Context: an optimization exercise on an open-source flow, tuned for small area. The choices shown serve that exercise and are no tape-out recipe. In this exercise RTL edits were held to simulation tests only and were not proved equivalent to the original.

==> try-pepper: inputs <==
## sobol_sequence_generator_top
module sobol_sequence_generator_top #(
  parameter int NUM_DIMS = 8
) (
  input  logic                                 clk,
  input  logic                                 rst_n,
  input  logic                                 in_valid,
  output logic                                 in_stall,
  input  logic                                 in_restart,
  output logic                                 out_valid,
  input  logic                                 out_stall,
  output logic [31:0]                          out_point_index,
  output logic                                 out_last_point,
  output logic [31:0]                          out_coord_0,
  output logic [31:0]                          out_coord_1,
  output logic [31:0]                          out_coord_2,
  output logic [31:0]                          out_coord_3,
  output logic [31:0]                          out_coord_4,
  output logic [31:0]                          out_coord_5,
  output logic [31:0]                          out_coord_6,
  output logic [31:0]                          out_coord_7,
  input  logic                                 psel,
  input  logic                                 penable,
  input  logic                                 pwrite,
  input  logic [sobol_gen_pkg::CFG_ADDR_W-1:0] paddr,
  input  logic [sobol_gen_pkg::CFG_DATA_W-1:0] pwdata,
  output logic [sobol_gen_pkg::CFG_DATA_W-1:0] prdata,
  output logic                                 pready
);
==> module sobol_sequence_generator_top, before the edit <==
module sobol_sequence_generator_top #(
  parameter int NUM_DIMS = 8
) (
  input  logic                                 clk,
  input  logic                                 rst_n,
  input  logic                                 in_valid,
  output logic                                 in_stall,
  input  logic                                 in_restart,
  output logic                                 out_valid,
  input  logic                                 out_stall,
  output logic [31:0]                          out_point_index,
  output logic                                 out_last_point,
  output logic [31:0]                          out_coord_0,
  output logic [31:0]                          out_coord_1,
  output logic [31:0]                          out_coord_2,
  output logic [31:0]                          out_coord_3,
  output logic [31:0]                          out_coord_4,
  output logic [31:0]                          out_coord_5,
  output logic [31:0]                          out_coord_6,
  output logic [31:0]                          out_coord_7,
  input  logic                                 psel,
  input  logic                                 penable,
  input  logic                                 pwrite,
  input  logic [sobol_gen_pkg::CFG_ADDR_W-1:0] paddr,
  input  logic [sobol_gen_pkg::CFG_DATA_W-1:0] pwdata,
  output logic [sobol_gen_pkg::CFG_DATA_W-1:0] prdata,
  output logic                                 pready
);
  logic        in_valid_r, out_valid_r, restart_r, lst, sk;
  logic [31:0] idx;
  logic [3:0]  dims;
  logic [31:0] run_len;
  logic        load, in_take, clr, last, wr_en, seek_we, cin;
  logic [32:0] cy;       
  logic [31:0] nxt;      
  logic [31:0] n_new;    
  logic [31:0] gray;
  logic [255:0] w;
  assign pready  = 1'b1;
  assign wr_en   = psel & penable & pwrite;
  assign seek_we = wr_en & (paddr[3:2] == sobol_gen_pkg::REG_SEEK);
  sobol_gen_cfg u_cfg (
    .clk        (clk),
    .rst_n      (rst_n),
    .wr_en      (wr_en),
    .reg_sel    (paddr[3:2]),
    .pwdata     (pwdata),
    .next_index (lst ? 32'd0 : nxt),
    .prdata     (prdata),
    .dims       (dims),
    .run_len    (run_len)
  );
  assign load     = in_valid_r & (~out_valid_r | ~out_stall);
  assign in_stall = in_valid_r & ~load;
  assign in_take  = in_valid & ~in_stall;
  assign clr      = restart_r | lst;
  assign cin      = ~sk;
  for (genvar i = 0; i <= 32; i++) begin : g_cy
    if (i == 0) begin : g_lo
      assign cy[i] = cin;
    end else begin : g_hi
      assign cy[i] = cin & (&idx[i-1:0]);
    end
  end
  assign nxt   = idx ^ cy[31:0];
  assign n_new = clr ? 32'd0 : nxt;
  assign last  = ({1'b0, n_new} + 33'd1) >= {1'b0, run_len};
  always_ff @(posedge clk) begin
    if (!rst_n) begin
      in_valid_r  <= 1'b0;
      out_valid_r <= 1'b0;
      lst         <= 1'b1;
      sk          <= 1'b0;
    end else begin
      in_valid_r  <= in_take | (in_valid_r & ~load);
      out_valid_r <= load | (out_valid_r & out_stall);
      if (seek_we) begin
        lst <= 1'b0;
        sk  <= 1'b1;
      end else if (load) begin
        lst <= last;
        sk  <= 1'b0;
      end
    end
  end
  always_ff @(posedge clk) begin
    if (in_take) restart_r <= in_restart;
    if (seek_we)   idx <= pwdata;
    else if (load) idx <= n_new;
  end
  assign gray = idx ^ {1'b0, idx[31:1]};
  sobol_gen_core u_core (
    .u (gray),
    .w (w)
  );
  assign out_valid       = out_valid_r;
  assign out_point_index = idx;
  assign out_last_point  = lst;
  assign out_coord_0     = (dims > 4'd0) ? w[0*32 +: 32] : 32'd0;
  assign out_coord_1     = (dims > 4'd1) ? w[1*32 +: 32] : 32'd0;
  assign out_coord_2     = (dims > 4'd2) ? w[2*32 +: 32] : 32'd0;
  assign out_coord_3     = (dims > 4'd3) ? w[3*32 +: 32] : 32'd0;
  assign out_coord_4     = (dims > 4'd4) ? w[4*32 +: 32] : 32'd0;
  assign out_coord_5     = (dims > 4'd5) ? w[5*32 +: 32] : 32'd0;
  assign out_coord_6     = (dims > 4'd6) ? w[6*32 +: 32] : 32'd0;
  assign out_coord_7     = (dims > 4'd7) ? w[7*32 +: 32] : 32'd0;
endmodule
Settings: LEC_CHECK=0, CAP_MARGIN=20, CORE_MARGIN=2, CORE_UTILIZATION=40, CTS_BUF_LIST=sky130_fd_sc_hd__clkbuf_8, PLACE_DENSITY=0.6, SLEW_MARGIN=20; clock period 7.0 ns.
standard.sh (not shown) runs the stock make flow with config.mk's settings and CLKGATE_MAP_FILE= SYNTH_SCRIPT=/design/flow/synth_recipe.tcl, a recipe that flattens the netlist after the stock synthesis.
==> flow/flow/run.sh <==
#!/bin/bash
# The standard layout (standard.sh: ORFS with the standard flow's config), except that
# the port buffers buffer_ports inserts are the smallest buffer, buf_1,
# instead of the tool's default pick. Every port still gets its buffer.
set -euo pipefail
bash standard.sh 'BUFFER_PORTS_ARGS=-buffer_cell sky130_fd_sc_hd__buf_1' finish > orfs_make.log 2>&1
==> try-willow: changes against try-pepper <==
--- a/flow/flow/run.sh
+++ b/flow/flow/run.sh
@@ -4,3 +4,4 @@
 # instead of the tool's default pick. Every port still gets its buffer.
+# After global routing, cells on paths with slack are downsized (RECOVER_POWER).
 set -euo pipefail
-bash standard.sh 'BUFFER_PORTS_ARGS=-buffer_cell sky130_fd_sc_hd__buf_1' finish > orfs_make.log 2>&1
+bash standard.sh 'BUFFER_PORTS_ARGS=-buffer_cell sky130_fd_sc_hd__buf_1' RECOVER_POWER=100 finish > orfs_make.log 2>&1
CTS_BUF_LIST = default   (was sky130_fd_sc_hd__clkbuf_8)
==> try-tundra: changes against try-pepper <==
--- a/flow/design.v
+++ b/flow/design.v
@@ -1488,11 +1488,12 @@
 );
-  logic        in_valid_r, out_valid_r, restart_r, lst, sk;
-  logic [31:0] idx;
+  logic        in_valid_r, out_valid_r, restart_r, lst, seek_p;
+  logic [31:0] nidx;
+  logic [31:0] xn [8];
   logic [3:0]  dims;
   logic [31:0] run_len;
-  logic        load, in_take, clr, last, wr_en, seek_we, cin;
+  logic        load, in_take, clr, stepload, keep, last, wr_en, seek_we;
+  logic [32:0] zb;       
+  logic [31:0] dec, gray, lsb, u;
+  logic [32:0] n1;
   logic [32:0] cy;       
-  logic [31:0] nxt;      
-  logic [31:0] n_new;    
-  logic [31:0] gray;
   logic [255:0] w;
@@ -1507,3 +1508,3 @@
     .pwdata     (pwdata),
-    .next_index (lst ? 32'd0 : nxt),
+    .next_index (lst ? 32'd0 : nidx),
     .prdata     (prdata),
@@ -1516,13 +1517,23 @@
   assign clr      = restart_r | lst;
-  assign cin      = ~sk;
-  for (genvar i = 0; i <= 32; i++) begin : g_cy
+  assign stepload = load & ~clr;
+  assign keep     = ~(seek_p | (load & clr));
+  for (genvar i = 0; i <= 32; i++) begin : g_pfx
     if (i == 0) begin : g_lo
-      assign cy[i] = cin;
+      assign zb[i] = 1'b1;
+      assign cy[i] = 1'b1;
     end else begin : g_hi
-      assign cy[i] = cin & (&idx[i-1:0]);
+      assign zb[i] = ~|nidx[i-1:0];
+      assign cy[i] = &nidx[i-1:0];
     end
   end
-  assign nxt   = idx ^ cy[31:0];
-  assign n_new = clr ? 32'd0 : nxt;
-  assign last  = ({1'b0, n_new} + 33'd1) >= {1'b0, run_len};
+  assign dec  = nidx ^ zb[31:0];
+  assign lsb  = nidx & zb[31:0];
+  assign gray = dec ^ {1'b0, dec[31:1]};
+  assign u    = seek_p ? gray : (stepload ? lsb : 32'd0);
+  sobol_gen_core u_core (
+    .u (u),
+    .w (w)
+  );
+  assign n1   = clr ? 33'd1 : ({1'b0, nidx} ^ cy);
+  assign last = n1 >= {1'b0, run_len};
   always_ff @(posedge clk) begin
@@ -1532,3 +1543,3 @@
       lst         <= 1'b1;
-      sk          <= 1'b0;
+      seek_p      <= 1'b0;
     end else begin
@@ -1536,9 +1547,6 @@
       out_valid_r <= load | (out_valid_r & out_stall);
-      if (seek_we) begin
-        lst <= 1'b0;
-        sk  <= 1'b1;
-      end else if (load) begin
-        lst <= last;
-        sk  <= 1'b0;
-      end
+      seek_p      <= seek_we;
+      if (seek_we)     lst <= 1'b0;
+      else if (seek_p) lst <= zb[32];
+      else if (load)   lst <= last;
     end
@@ -1547,21 +1555,21 @@
     if (in_take) restart_r <= in_restart;
-    if (seek_we)   idx <= pwdata;
-    else if (load) idx <= n_new;
+    if (seek_we)   nidx <= pwdata;
+    else if (load) nidx <= n1[31:0];
+  end
+  for (genvar d = 0; d < 8; d++) begin : g_dim
+    always_ff @(posedge clk) begin
+      xn[d] <= ~((~xn[d] & {32{keep}}) ^ w[32*d +: 32]);
+    end
   end
-  assign gray = idx ^ {1'b0, idx[31:1]};
-  sobol_gen_core u_core (
-    .u (gray),
-    .w (w)
-  );
   assign out_valid       = out_valid_r;
-  assign out_point_index = idx;
+  assign out_point_index = dec;
   assign out_last_point  = lst;
-  assign out_coord_0     = (dims > 4'd0) ? w[0*32 +: 32] : 32'd0;
-  assign out_coord_1     = (dims > 4'd1) ? w[1*32 +: 32] : 32'd0;
-  assign out_coord_2     = (dims > 4'd2) ? w[2*32 +: 32] : 32'd0;
-  assign out_coord_3     = (dims > 4'd3) ? w[3*32 +: 32] : 32'd0;
-  assign out_coord_4     = (dims > 4'd4) ? w[4*32 +: 32] : 32'd0;
-  assign out_coord_5     = (dims > 4'd5) ? w[5*32 +: 32] : 32'd0;
-  assign out_coord_6     = (dims > 4'd6) ? w[6*32 +: 32] : 32'd0;
-  assign out_coord_7     = (dims > 4'd7) ? w[7*32 +: 32] : 32'd0;
+  assign out_coord_0     = (dims > 4'd0) ? ~xn[0] : 32'd0;
+  assign out_coord_1     = (dims > 4'd1) ? ~xn[1] : 32'd0;
+  assign out_coord_2     = (dims > 4'd2) ? ~xn[2] : 32'd0;
+  assign out_coord_3     = (dims > 4'd3) ? ~xn[3] : 32'd0;
+  assign out_coord_4     = (dims > 4'd4) ? ~xn[4] : 32'd0;
+  assign out_coord_5     = (dims > 4'd5) ? ~xn[5] : 32'd0;
+  assign out_coord_6     = (dims > 4'd6) ? ~xn[6] : 32'd0;
+  assign out_coord_7     = (dims > 4'd7) ? ~xn[7] : 32'd0;
 endmodule
==> flow/run.sh (new file) <==
#!/bin/bash
# synth_recipe.tcl (not shown) runs the flow's synth.tcl, then flattens the netlist and writes it again
# the make line also repeats each setting of config.mk as NAME=value (left out here)
make -C /OpenROAD-flow-scripts/flow DESIGN_CONFIG=/design/flow/config.mk WORK_HOME=/design/flow/orfs CLKGATE_MAP_FILE= SYNTH_SCRIPT=/design/flow/synth_recipe.tcl finish
CTS_BUF_LIST = default   (was sky130_fd_sc_hd__clkbuf_8)
removed: flow/flow/run.sh
removed: flow/standard.sh
==> impl_metrics.toml <==
[detailed_routing]
met1_length_microns = 33900

[setup_path]
r2r_slack_ps = 620
arrival_ps = 4990

[die]
rows = 85

[run_status]
status = "finished clean"

[logic_synthesis]
synthDistinctLibCells = 65

[global_routing]
met2_usage = 0.465
-- figures above: try-tundra

==> impl_metrics.toml <==
[sta]
slew_viol_final = 330

[run]
maxCapViolCount = 12

[run_status]
status = "complete, but fails checks"
failed_checks = "max-capacitance violations, max-slew violations"

[global_routing]
met2_usage = 0.551

[setup_path]
r2r_slack_ps = 1930
arrival_ps = 4850

[logic_synthesis]
synthDistinctLibCells = 66

[die]
rows = 65

[detailed_routing]
met1_length_microns = 23200
-- figures above: try-willow

==> impl_metrics.toml <==
[run_status]
status = "finished clean"

[setup_path]
r2r_slack_ps = 1910
arrival_ps = 4250

[logic_synthesis]
synthDistinctLibCells = 66

[detailed_routing]
met1_length_microns = 23100

[cts]
path_clk_slew_ps = 80
cts_buffer_depth = 2

[die]
rows = 65

[power_and_ir_drop]
comb-power_mw = 3.91

[global_routing]
met2_usage = 0.551
-- figures above: try-pepper



==> build 78 <==
Another version of the RTL of sobol_sequence_generator_top (not shown whole).
export LEC_CHECK = 0
export CAP_MARGIN = 20
export CORE_MARGIN = 2
export CORE_UTILIZATION = 65
export CTS_BUF_LIST = sky130_fd_sc_hd__clkbuf_8
export PLACE_DENSITY = 0.8
export SLEW_MARGIN = 20
create_clock -name core_clock -period 7.0 [get_ports {clk}]
==> flow/flow/run.sh <==
#!/bin/bash
# The standard layout (standard.sh: ORFS with the standard flow's config), with these changes:
# - the port buffers buffer_ports inserts are the smallest buffer, buf_1,
#   instead of the tool's default pick; every port still gets its buffer;
# - after synthesis, flow/downsize.tcl swaps each upsized combinational cell
#   for its family's smallest size (same function); the flow's own repair
#   steps then resize or buffer what slew, capacitance and timing need;
# - during placement (flow/smallbuf.tcl) repair buffers only with buf_1/buf_2;
# - clock tree synthesis without dummy loads.
# Registers are untouched: the netlist keeps the standard synthesis's flops.
set -euo pipefail
bash standard.sh 'BUFFER_PORTS_ARGS=-buffer_cell sky130_fd_sc_hd__buf_1' \
  "POST_SYNTH_TCL=$(pwd)/flow/downsize.tcl" \
  "PRE_GLOBAL_PLACE_TCL=$(pwd)/flow/smallbuf.tcl" \
  "PRE_RESIZE_TCL=$(pwd)/flow/smallbuf.tcl" \
  'CTS_ARGS=-sink_clustering_enable -repair_clock_nets -buf_list sky130_fd_sc_hd__clkbuf_8 -dont_use_dummy_load' \
  finish > orfs_make.log 2>&1
==> flow/flow/smallbuf.tcl <==
set_dont_use {sky130_fd_sc_hd__buf_4 sky130_fd_sc_hd__buf_6 sky130_fd_sc_hd__buf_8 sky130_fd_sc_hd__buf_12 sky130_fd_sc_hd__buf_16}
Other scripts of this flow, unchanged in this note and not shown: flow/flow/downsize.tcl
==> build 87 (differences from build 78) <==
==> flow/flow/run.sh (replaced) <==
#!/bin/bash
# The standard layout (standard.sh: ORFS with the standard flow's config), with two changes:
# - the port buffers buffer_ports inserts are the smallest buffer, buf_1,
#   instead of the tool's default pick; every port still gets its buffer;
# - after synthesis, flow/downsize.tcl swaps each upsized combinational cell
#   for its family's smallest size (same function); the flow's own repair
#   steps then resize or buffer what slew, capacitance and timing need.
# Registers are untouched: the netlist keeps the standard synthesis's flops.
set -euo pipefail
bash standard.sh 'BUFFER_PORTS_ARGS=-buffer_cell sky130_fd_sc_hd__buf_1' \
  "POST_SYNTH_TCL=$(pwd)/flow/downsize.tcl" finish > orfs_make.log 2>&1
CORE_UTILIZATION = 80   (was 65)
PLACE_DENSITY = 0.9   (was 0.8)
removed: flow/flow/smallbuf.tcl
==> trial 31 (differences from build 78) <==
--- a/flow/flow/run.sh
+++ b/flow/flow/run.sh
@@ -5,7 +5,8 @@
 # - after synthesis, flow/downsize.tcl swaps each upsized combinational cell
 #   for its family's smallest size (same function); the flow's own repair
 #   steps then resize or buffer what slew, capacitance and timing need;
-# - during placement (flow/smallbuf.tcl) repair buffers only with buf_1/buf_2;
+# - during placement (flow/smallbuf.tcl) repair buffers only with buf_1/buf_2
+#   (or clkbuf_1/clkbuf_2), not larger buffers or delay cells;
 # - clock tree synthesis without dummy loads.
 # Registers are untouched: the netlist keeps the standard synthesis's flops.
 set -euo pipefail
==> flow/flow/smallbuf.tcl (replaced) <==
set_dont_use [get_lib_cells {sky130_fd_sc_hd__buf_4 sky130_fd_sc_hd__buf_6 sky130_fd_sc_hd__buf_8 sky130_fd_sc_hd__buf_12 sky130_fd_sc_hd__buf_16 sky130_fd_sc_hd__clkbuf_4 sky130_fd_sc_hd__clkbuf_8 sky130_fd_sc_hd__clkbuf_16 sky130_fd_sc_hd__dlygate4sd* sky130_fd_sc_hd__dlymetal6s* sky130_fd_sc_hd__clkdlybuf4s* sky130_fd_sc_hd__bufbuf_* sky130_fd_sc_hd__bufinv_*}]
==> comparison table <==
metric	build 87	trial 31	build 78
Run status	did not finish	timing/DRC/antenna clean	timing/DRC/antenna clean
Stage where the flow stopped	global routing (5_1_grt)	-	-
Worst hold-check path type	-	reg -> reg	reg -> reg
Max-cap violation count	-	0	0
Dominant kind of cell by area	-	multi-input gates	multi-input gates
Clock tree from TritonCTS	-	built	built
Launch point of the worst hold path	-	u_cfg.run_len[1]$_SDFFE_PN1P_	u_cfg.run_len[0]$_SDFFE_PN1P_
HPWL after detailed placement	36.4 mm	35.7 mm	35.4 mm
Clock tree cell share of total cell area	-	0.926%	0.914%
Share of cell area taken by multi-input logic gates	-	70.4%	69.4%
Metal1 wirelength	-	16.2 mm	16.3 mm
Syn-to-layout area delta	-	15.4%	16.9%
Sequential fraction of total cell area	-	13.4%	13.2%
Area occupied by registers	-	1790 um^2	1790 um^2
Critical path arrival	-	4440 ps	4130 ps
Share of the cycle needed by the critical path after routing	-	83.4%	79.0%
Number of logic inverters in the finished layout	-	40	40
Setup Viol. Count Final	-	0	0
Beginning of the critical path	-	idx[26]$_DFFE_PP_	idx[10]$_DFFE_PP_

port drivers added, routing unchanged:
How much do the figures lean on ideal ports? The routed layouts below were timed once more, with nothing changed but the port constraints. Step 1, drivers: a clkbuf_16 drives clk and a buf_2 each remaining input, both assumed. Step 2 also shifts input and output timing later by t, the mid clock arrival at the registers, as if the neighbouring blocks saw the same clock. Three values: no drivers, after step 1, after step 2; two values: the first two.
run	shift t [ns]	setup WS [ns]	hold slack, ns	worst register clock-pin slew, ns	pins driven straight from the clock port
try-pepper	0.387	1.347 / 1.313 / 1.699	0.527 / 0.527 / 0.527	0.09 / 0.09	1
try-willow	0.370	0.751 / 0.714 / 0.678	0.524 / 0.524 / 0.524	0.06 / 0.06	1
try-tundra	0.637	0.614 / 0.558 / 0.615	0.518 / 0.518 / 0.518	0.07 / 0.07	1
build 78	0.378	1.473 / 1.443 / 1.820	0.511 / 0.511 / 0.511	0.07 / 0.07	1
trial 31	0.383	1.160 / 1.126 / 1.508	0.508 / 0.508 / 0.508	0.07 / 0.07	1
The setup slack of try-willow, which loses most, moves by -0.037 ns with the drivers and by -0.073 ns with both steps.
